This is an optimization exercise on Yosys and OpenROAD, whose aim is small area, not a production implementation.
Only simulation tests tie the RTL to the original design; equivalence was not proved.

### flow/config.mk
export PLATFORM = sky130hd
export DESIGN_NAME = vcSwitch
export DESIGN_NICKNAME = vcSwitch
export VERILOG_FILES = /design/flow/design.v
export SDC_FILE = /design/flow/constraint.sdc
export NUM_CORES = 4
export LEC_CHECK = 0
export CAP_MARGIN = 20
export CORE_MARGIN = 2
export CORE_UTILIZATION = 40
export SLEW_MARGIN = 20
### flow/constraint.sdc
create_clock -name core_clock -period 5.0 [get_ports {CLK}]
set_input_delay 1.0000 -clock core_clock [delete_from_list [all_inputs] [get_ports {CLK}]]
set_output_delay 1.0000 -clock core_clock [all_outputs]
set_load 0.01 [all_outputs]
### flow/design.v
package flowCtrlPkg;
  localparam int DEST_W = 2;
  localparam int NUM_CH = 1 << DEST_W;
  typedef logic [NUM_CH-1:0] chMask_t;
  typedef enum logic [2:0] {
    stReset,
    stInit,
    stIdle,
    stActive,
    stPause,
    stContinue,
    stError
  } fsmState_e;
endpackage
`timescale 1ns/1ps
module syncFifo #(
  parameter int WORD_W = 8,
  parameter int DEPTH  = 8,
  parameter int CNT_W  = 4
) (
  input  logic              CLK,
  input  logic              arstN,
  input  logic              push,
  input  logic [WORD_W-1:0] pushData,
  input  logic              pop,
  output logic [WORD_W-1:0] popData,
  input  logic [CNT_W-1:0]  lowThresh,
  input  logic [CNT_W-1:0]  highThresh,
  output logic              empty,
  output logic              full,
  output logic              almostFull,
  output logic              almostEmpty
);
  localparam int PTR_W = (DEPTH > 1) ? $clog2(DEPTH) : 1;
  logic [WORD_W-1:0] mem [DEPTH];
  logic [PTR_W-1:0]  wrPtr;
  logic [PTR_W-1:0]  rdPtr;
  logic [CNT_W-1:0]  count;
  logic              doPush;
  logic              doPop;
  assign doPush = push && !full;
  assign doPop  = pop && !empty;
  always_ff @(posedge CLK) begin
    if (doPush) begin
      mem[wrPtr] <= pushData;
    end
  end
  always_ff @(posedge CLK or negedge arstN) begin
    if (!arstN) begin
      wrPtr <= '0;
      rdPtr <= '0;
      count <= '0;
    end else begin
      if (doPush) begin
        wrPtr <= (wrPtr == PTR_W'(DEPTH - 1)) ? '0 : wrPtr + 1'b1;
      end
      if (doPop) begin
        rdPtr <= (rdPtr == PTR_W'(DEPTH - 1)) ? '0 : rdPtr + 1'b1;
      end
      case ({doPush, doPop})
        2'b10:   count <= count + 1'b1;
        2'b01:   count <= count - 1'b1;
        default: count <= count;
      endcase
    end
  end
  assign popData = mem[rdPtr];
  assign empty       = (count == '0);
  assign full        = (count == CNT_W'(DEPTH));
  assign almostFull  = (count >= highThresh);
  assign almostEmpty = (count <= lowThresh);
endmodule
`timescale 1ns/1ps
module flowCtrlFsm #(
  parameter int DEPTH = 8,
  parameter int CNT_W = 4
) (
  input  logic                   CLK,
  input  logic                   arstN,
  input  logic                   init,
  input  flowCtrlPkg::chMask_t   inEmpty,
  input  flowCtrlPkg::chMask_t   outFull,
  input  flowCtrlPkg::chMask_t   outAlmostFull,
  input  flowCtrlPkg::chMask_t   outAlmostEmpty,
  output flowCtrlPkg::chMask_t   outPaused,
  input  logic [CNT_W-1:0]       lowThreshIn,
  input  logic [CNT_W-1:0]       highThreshIn,
  output logic [CNT_W-1:0]       lowThresh,
  output logic [CNT_W-1:0]       highThresh,
  output logic                   arbEnable,
  output logic                   initBusy,
  output logic                   idle,
  output flowCtrlPkg::chMask_t   stbPause,
  output flowCtrlPkg::chMask_t   stbContinue,
  output flowCtrlPkg::chMask_t   error,
  output flowCtrlPkg::fsmState_e state
);
  flowCtrlPkg::fsmState_e nextState;
  flowCtrlPkg::chMask_t   afPrev;
  flowCtrlPkg::chMask_t   aePrev;
  flowCtrlPkg::chMask_t   pausedQ;
  flowCtrlPkg::chMask_t   pauseRise;
  flowCtrlPkg::chMask_t   contRise;
  logic                   eventsOn;
  logic                   runNext;
  assign eventsOn = (state == flowCtrlPkg::stActive) || (state == flowCtrlPkg::stPause) ||
                    (state == flowCtrlPkg::stContinue);
  assign arbEnable = eventsOn || (state == flowCtrlPkg::stIdle);
  assign runNext = (nextState == flowCtrlPkg::stIdle) || (nextState == flowCtrlPkg::stActive) ||
                   (nextState == flowCtrlPkg::stPause) || (nextState == flowCtrlPkg::stContinue);
  assign pauseRise = eventsOn ? (outAlmostFull & ~afPrev & ~pausedQ) : '0;
  assign contRise  = eventsOn ? (outAlmostEmpty & ~aePrev & pausedQ) : '0;
  assign outPaused = pausedQ;
  always_comb begin
    nextState = state;
    case (state)
      flowCtrlPkg::stReset: begin
        nextState = flowCtrlPkg::stInit;
      end
      flowCtrlPkg::stInit: begin
        if (!init) begin
          nextState = flowCtrlPkg::stIdle;
        end
      end
      flowCtrlPkg::stIdle: begin
        if (|outFull) begin
          nextState = flowCtrlPkg::stError;
        end else if (!(&inEmpty)) begin
          nextState = flowCtrlPkg::stActive;
        end
      end
      flowCtrlPkg::stActive, flowCtrlPkg::stPause, flowCtrlPkg::stContinue: begin
        if (|outFull) begin
          nextState = flowCtrlPkg::stError;
        end else if (|pauseRise) begin
          nextState = flowCtrlPkg::stPause;
        end else if (|contRise) begin
          nextState = flowCtrlPkg::stContinue;
        end else begin
          nextState = flowCtrlPkg::stActive;
        end
      end
      flowCtrlPkg::stError: begin
        nextState = flowCtrlPkg::stError;
      end
      default: begin
        nextState = flowCtrlPkg::stReset;
      end
    endcase
  end
  always_ff @(posedge CLK or negedge arstN) begin
    if (!arstN) begin
      state       <= flowCtrlPkg::stReset;
      stbPause    <= '0;
      stbContinue <= '0;
      pausedQ     <= '0;
      error       <= '0;
      afPrev      <= '0;
      aePrev      <= '0;
      initBusy    <= 1'b0;
      idle        <= 1'b0;
      lowThresh   <= '0;
      highThresh  <= CNT_W'(DEPTH);
    end else begin
      state       <= nextState;
      stbPause    <= pauseRise;
      stbContinue <= contRise;
      pausedQ     <= (pausedQ | pauseRise) & ~contRise;
      error       <= error | outFull;
      initBusy    <= (nextState == flowCtrlPkg::stInit);
      idle        <= runNext && (&inEmpty);
      if (eventsOn) begin
        afPrev <= outAlmostFull;
        aePrev <= outAlmostEmpty;
      end
      if (state == flowCtrlPkg::stInit) begin
        lowThresh <= lowThreshIn;
        highThresh <= (highThreshIn > CNT_W'(DEPTH)) ? CNT_W'(DEPTH) : highThreshIn;
      end
    end
  end
endmodule
`timescale 1ns/1ps
module rrArbiter #(
  parameter int WORD_W = 8
) (
  input  logic                                       CLK,
  input  logic                                       arstN,
  input  logic                                       enable,
  input  flowCtrlPkg::chMask_t                       inEmpty,
  input  logic [flowCtrlPkg::NUM_CH-1:0][WORD_W-1:0] inHead,
  output flowCtrlPkg::chMask_t                       inPop,
  input  flowCtrlPkg::chMask_t                       outFull,
  input  flowCtrlPkg::chMask_t                       outPaused,
  output flowCtrlPkg::chMask_t                       outPush,
  output logic [WORD_W-1:0]                          outWord
);
  localparam int IDX_W = $clog2(flowCtrlPkg::NUM_CH);
  logic [flowCtrlPkg::NUM_CH-1:0][flowCtrlPkg::DEST_W-1:0] headDest;
  flowCtrlPkg::chMask_t eligible;
  logic [IDX_W-1:0]     lastGrant;
  logic [IDX_W-1:0]     grant;
  logic [IDX_W-1:0]     idx;
  logic                 found;
  always_comb begin
    for (int i = 0; i < flowCtrlPkg::NUM_CH; i++) begin
      headDest[i] = inHead[i][WORD_W-1 -: flowCtrlPkg::DEST_W];
      eligible[i] = enable && !inEmpty[i]
                    && !outPaused[headDest[i]] && !outFull[headDest[i]];
    end
  end
  always_comb begin
    found = 1'b0;
    grant = lastGrant;
    idx   = lastGrant;
    for (int k = 1; k <= flowCtrlPkg::NUM_CH; k++) begin
      idx = lastGrant + IDX_W'(k);
      if (!found && eligible[idx]) begin
        found = 1'b1;
        grant = idx;
      end
    end
  end
  always_comb begin
    inPop   = '0;
    outPush = '0;
    if (found) begin
      inPop[grant]             = 1'b1;
      outPush[headDest[grant]] = 1'b1;
    end
  end
  assign outWord = inHead[grant];
  always_ff @(posedge CLK or negedge arstN) begin
    if (!arstN) begin
      lastGrant <= IDX_W'(flowCtrlPkg::NUM_CH - 1);
    end else if (found) begin
      lastGrant <= grant;
    end
  end
endmodule
`timescale 1ns/1ps
module vcSwitch #(
  parameter int WORD_W = 8,
  parameter int DEPTH  = 8,
  parameter int CNT_W  = $clog2(DEPTH + 1)
) (
  input  logic                                       CLK,
  input  logic                                       arstN,
  input  logic                                       init,
  input  logic [CNT_W-1:0]                           lowThreshIn,
  input  logic [CNT_W-1:0]                           highThreshIn,
  input  flowCtrlPkg::chMask_t                       inPush,
  input  logic [flowCtrlPkg::NUM_CH-1:0][WORD_W-1:0] inData,
  output flowCtrlPkg::chMask_t                       creditReturn,
  input  flowCtrlPkg::chMask_t                       outPop,
  output logic [flowCtrlPkg::NUM_CH-1:0][WORD_W-1:0] outData,
  output flowCtrlPkg::chMask_t                       outEmpty,
  output logic                                       idle,
  output logic                                       initBusy,
  output flowCtrlPkg::chMask_t                       stbPause,
  output flowCtrlPkg::chMask_t                       stbContinue,
  output flowCtrlPkg::chMask_t                       error,
  output flowCtrlPkg::fsmState_e                     state
);
  flowCtrlPkg::chMask_t                       inEmpty;
  flowCtrlPkg::chMask_t                       inPop;
  flowCtrlPkg::chMask_t                       outPush;
  logic [flowCtrlPkg::NUM_CH-1:0][WORD_W-1:0] inHead;
  logic [WORD_W-1:0]                          outWord;
  logic [CNT_W-1:0]                           lowThresh;
  logic [CNT_W-1:0]                           highThresh;
  logic                                       arbEnable;
  flowCtrlPkg::chMask_t                       outFull;
  flowCtrlPkg::chMask_t                       outAlmostFull;
  flowCtrlPkg::chMask_t                       outAlmostEmpty;
  flowCtrlPkg::chMask_t                       outPaused;
  for (genvar ch = 0; ch < flowCtrlPkg::NUM_CH; ch++) begin : gChan
    syncFifo #(.WORD_W(WORD_W), .DEPTH(DEPTH), .CNT_W(CNT_W)) inFifo_i (
      .CLK(CLK), .arstN(arstN),
      .push(inPush[ch]), .pushData(inData[ch]),
      .pop(inPop[ch]), .popData(inHead[ch]),
      .lowThresh(lowThresh), .highThresh(highThresh),
      .empty(inEmpty[ch]), .full(),
      .almostFull(), .almostEmpty()
    );
    syncFifo #(.WORD_W(WORD_W), .DEPTH(DEPTH), .CNT_W(CNT_W)) outFifo_i (
      .CLK(CLK), .arstN(arstN),
      .push(outPush[ch]), .pushData(outWord),
      .pop(outPop[ch]), .popData(outData[ch]),
      .lowThresh(lowThresh), .highThresh(highThresh),
      .empty(outEmpty[ch]), .full(outFull[ch]),
      .almostFull(outAlmostFull[ch]), .almostEmpty(outAlmostEmpty[ch])
    );
  end
  rrArbiter #(.WORD_W(WORD_W)) rrArbiter_i (
    .CLK(CLK), .arstN(arstN),
    .enable(arbEnable),
    .inEmpty(inEmpty), .inHead(inHead), .inPop(inPop),
    .outFull(outFull), .outPaused(outPaused),
    .outPush(outPush), .outWord(outWord)
  );
  flowCtrlFsm #(.DEPTH(DEPTH), .CNT_W(CNT_W)) flowCtrlFsm_i (
    .CLK(CLK), .arstN(arstN),
    .init(init), .inEmpty(inEmpty),
    .outFull(outFull), .outAlmostFull(outAlmostFull),
    .outAlmostEmpty(outAlmostEmpty), .outPaused(outPaused),
    .lowThreshIn(lowThreshIn), .highThreshIn(highThreshIn),
    .lowThresh(lowThresh), .highThresh(highThresh),
    .arbEnable(arbEnable), .initBusy(initBusy), .idle(idle),
    .stbPause(stbPause), .stbContinue(stbContinue),
    .error(error), .state(state)
  );
  always_ff @(posedge CLK or negedge arstN) begin
    if (!arstN) begin
      creditReturn <= '0;
    end else begin
      creditReturn <= inPop;
    end
  end
endmodule
### flow/run.sh
#!/bin/bash
# synth_recipe.tcl (not shown) runs the flow's synth.tcl, then flattens the netlist and writes it again
# the make line also repeats each setting of config.mk as NAME=value (left out here)
make -C /OpenROAD-flow-scripts/flow DESIGN_CONFIG=/design/flow/config.mk WORK_HOME=/design/flow/orfs CLKGATE_MAP_FILE= SYNTH_SCRIPT=/design/flow/synth_recipe.tcl finish
==> results by group <==
Final layout
  • Fillers: 5615
  • Fraction of layout instances using a drive strength above 1: approximately a quarter
  • P&R area growth vs syn: 17.01%
  • Sequential cell area: 0.01846 mm²
  • Antenna Cells: 0
  • Nets: 1891
  • Non-filler cells, final: 2671
  • Multi-input logic area: 0.008235 mm²

Place
  • Dpl hpwl: 37060 µm
  • Port Buf Inserts: 107
  • GPL Wtd Cong: between 0.8 and 0.9
  • Placed cells: 2547

Floorplanning
  • Core area: 0.06716 mm²
  • Die H: 264.4 µm
  • Die width: 264.4 µm
  • Initial Util: roughly two fifths
  • Site Rows: 95
  • Die area: 0.06989 mm²
  • IO Count: between 100 and 150

Synth
  • Warnings from Yosys: 4
  • Post-synth top flop: edfxtp_1
  • Xor and xnor area share after synthesis: 1.034%
  • Compound-Gate Fraction of Synth Area: around 2.9%
  • Mux share of post-synthesis cell area: between 15 and 20%
  • Unique masters post-synth: 63
  • Post-Synth Simple-Gate Area: under 10%
  • Post-synthesis adder-cell area fraction: under 10%
  • Largest family of logic cells by synthesized area: multiplexers
  • Syn nets: 1711
  • Post-synth ARST share: 19.37%
  • Mapped cell area: 0.02712 mm²
  • Area contributors post-synth: edfxtp_1, dfrtp_1, mux4_2
  • Syn_area_per_cell: 17.34 µm²
  • Yosys top cell area share: 56.70%
  • Yosys top cell by area: edfxtp_1
  • Post-synth EDFFs: 512
  • Seq/Total Area, Yosys: 68.06%
  • Synth Instances: 1564
  • Yosys reg bits: 635

STA
  • Relative slew slack: 27.89%
  • Crit path time final: 4500 ps
  • Max Clk Rate: roughly 0.22 GHz
  • TNS Setup: 0 ps
  • Clock Skews: approximately 29 ps
  • Final worst-path cycle share: 90.01%
  • Hold Fails Final Rpt: 0
  • Fin. max-slew vios: 0
  • Final setup fails: 0
  • Worst-Margin Slew: approximately 1100 ps
  • RSZ-0062 raised after global routing: false

Clock tree
  • Post-CTS Hold Buffers: 0
  • Clock Latency Late Sink: about 600 ps
  • Cts bufs inserted: 68
  • H-tree levels: 3
  • Clock root buffer: clkbuf_16
  • CTS tree: built
  • Setup bufs post-CTS: 0
  • CTS Sinks: 635
  • Reg clk slew, reported paths: 60 ps
  • # resized after CTS: 0
  • Clock tree buffer depth: 3

Setup path
  • R2r setup slk: 500 ps
  • R2R Path End: gChan[2].outFifo_i.count[3]$_DFFE_PN0P_
  • WS Path Type: flip-flop to flip-flop
  • Worst path required time: 5480 ps
  • Critical path fanouts, max: 8
  • FF-to-FF path depth: 17
  • Setup crit end kind: flip-flop
  • CP endpoint: gChan[2].outFifo_i.count[3]$_DFFE_PN0P_
  • Startpoint Class: flip-flop
  • Critical path startpoint: gChan[2].inFifo_i.rdPtr[0]$_DFFE_PN0P_
  • R2r startpoint: gChan[2].inFifo_i.rdPtr[0]$_DFFE_PN0P_
  • Worst path arrival time: roughly 5000 ps

Outcome
  • Outcome: no timing/DRC/antenna violations

Global routing
  • Antenna violations before repair: 0
  • GRT Total Usage: between 15 and 20%
  • Aggregate global routing overflow: 0
  • Largest net degree at the start of global routing: 96
  • First-pass GRT wire length: 87820 µm
  • Number of global-route vias before repair: 14760

Routing
  • Drt drc: 0
  • Initial detailed-routing violation count: just under 1000
  • Routed WL: ~56000 µm
  • Vias: 14110
  • Via/cell ratio: 5.284
  • DRT Pass-1 Iters: 5
  • ANT nets after route: 0
  • Routed len/inst: 21.08 µm

Hold path
  • Worst Hold Class: flip-flop to flip-flop

Job
  • Max-cap viol count: 0
## through the flow
step | util (%) | hold slack (ps) | setup slack [ps] | cell area, µm²
after detailed placement | 43.95 | 454.7 | 487.5 | 29520
after floorplan | - | 443.6 | 244.4 | 27120
after CTS | 47.24 | 470.2 | 487.2 | 31730
after global routing | 47.25 | 497.8 | 156.1 | 31730
final | 47.25 | 467.2 | 499.7 | 31730
after global placement | 43.95 | 452.2 | 612.7 | 29520
## Yosys cell counts (all sizes together), types with 2 or more instances
library cell	instances
edfxtp	512
mux4	129
dfrtp	120
nor2	89
ha	88
mux2	82
nand2	71
inv	50
o21ai	47
nor3	36
clkbuf	35
mux2i	30
nand2b	28
buf	25
a21oi	24
nor4	24
a21o	21
xnor2	16
xor2	16
nor2b	14
nand3	13
or2	13
o21a	10
nor4b	9
fa	8
o211ai	8
nand4	6
and3	4
nand4b	4
o22ai	4
and2	3
and4b	3
dfstp	3
a31oi	2
and3b	2
nand3b	2
o211a	2
or4	2
## area by class of cell
class / instances / share of cell area (%)
flip-flops and latches: 635 / 58.18
repair buffers: 170 / 4.870
clock buffers: 94 / 5.994
clock inverters: 30 / 0.9701
well taps: 873 / 3.443
multi-input cells: 819 / 25.96
inverters: 50 / 0.5915
## cells by family (layout without fill, tap and decap cells)
logic type                 Yosys count  after routing
and+or+nand+nor                    326            326
AOI/OAI and AO/OA                  123            123
muxes                              241            241
xor gates and xnor gates            32             32
buffers and inverters              110            344
adders and majority gates           97             97
DFF                                635            635
## routing by layer
layer	track usage (%)	vias to the layer above	share of wire [%]
li1	-	6465	-
met4	5.528	0	2.9
met2	26.93	251	49
met1	22.40	7288	45
met5	0	-	0
met3	2.945	110	3.4
## worst min path at each step
stage / from / endpoint / slack [ps] / depth (start not counted)
global route: flowCtrlFsm_i.error[2]$_DFF_PN0_ / flowCtrlFsm_i.error[2]$_DFF_PN0_ / 500 / 1
finish: flowCtrlFsm_i.error[1]$_DFF_PN0_ / flowCtrlFsm_i.error[1]$_DFF_PN0_ / 470 / 1
CTS: flowCtrlFsm_i.error[1]$_DFF_PN0_ / flowCtrlFsm_i.error[1]$_DFF_PN0_ / 470 / 1
floorplan: flowCtrlFsm_i.afPrev[3]$_DFFE_PN0P_ / flowCtrlFsm_i.stbPause[3]$_DFF_PN0_ / 440 / 1
detailed placement: flowCtrlFsm_i.error[1]$_DFF_PN0_ / flowCtrlFsm_i.error[1]$_DFF_PN0_ / 450 / 1
global placement: flowCtrlFsm_i.error[1]$_DFF_PN0_ / flowCtrlFsm_i.error[1]$_DFF_PN0_ / 450 / 1
## registers in the layout, indices dropped and copies added, names as in the netlist, 2 cells and up
| register | cells |
|---|---|
| gChan.inFifo_i.count | 16 |
| flowCtrlFsm_i.highThresh | 4 |
| flowCtrlFsm_i.pausedQ | 4 |
| gChan.inFifo_i.wrPtr | 12 |
| flowCtrlFsm_i.stbPause | 4 |
| flowCtrlFsm_i.lowThresh | 4 |
| flowCtrlFsm_i.error | 4 |
| flowCtrlFsm_i.aePrev | 4 |
| gChan.outFifo_i.wrPtr | 12 |
| gChan.outFifo_i.count | 16 |
| gChan.inFifo_i.rdPtr | 12 |
| gChan.inFifo_i.mem | 256 |
| gChan.outFifo_i.rdPtr | 12 |
| creditReturn | 4 |
| flowCtrlFsm_i.state | 3 |
| gChan.outFifo_i.mem | 256 |
| rrArbiter_i.lastGrant | 2 |
| flowCtrlFsm_i.afPrev | 4 |
| flowCtrlFsm_i.stbContinue | 4 |
## layout by cell type, fill, tap and decap left out, types with 12 or more instances in the layout
cell type,instances
buf_4,63
nor2b_1,14
nand2b_1,28
ha_1,88
a21oi_1,22
mux4_2,129
clkdlybuf4s50_1,106
nand3_1,12
xnor2_1,16
mux2_2,74
clkbuf_1,18
clkbuf_16,70
nor4_1,24
edfxtp_1,512
a21o_1,21
xor2_1,16
nor2_1,87
o21ai_0,36
nor3_1,29
nand2_1,71
inv_1,49
or2_2,13
dfrtp_1,118
mux2i_1,29
## worst max-delay path: stages (launching register included)
cell	delay, ps
dfrtp_1	550
mux4_2	550
mux2i_1	170
buf_4	170
mux4_2	520
nor2_2	270
o311ai_4	180
a21oi_2	260
inv_2	80
and3_1	200
o22ai_2	250
ha_1	240
ha_1	250
a21o_1	180
a21oi_1	170
xnor2_1	130
nor2_1	60
xor2_1	140

afterwards: timing with drivers on the ports:
The results above use ideal ports. As a check the final layout listed here was re-extracted and re-timed, cells and wires unchanged. Step 1 (the two cells are an assumption about what drives the block):
set clk [get_ports {CLK}]
set_driving_cell -lib_cell sky130_fd_sc_hd__clkbuf_16 $clk
set_driving_cell -lib_cell sky130_fd_sc_hd__buf_2 [delete_from_list [all_inputs] $clk]
Step 2 also shifts input and output timing later by t, the mid clock arrival at the registers, as if the neighbouring blocks saw the same clock. Slacks: no drivers / after step 1 / after step 2; pairs: no drivers / after step 1.
shift t [ns]: 0.651
setup WS [ns]: 0.500 / 0.500 / 0.500
clock arrival spread, ns: 0.028 / 0.029
worst slew at a driven data input, ns: 0.10
After both steps this run still meets setup and hold. The setup slack of this run moves by 0.000 ns with the drivers and by 0.000 ns with both steps.
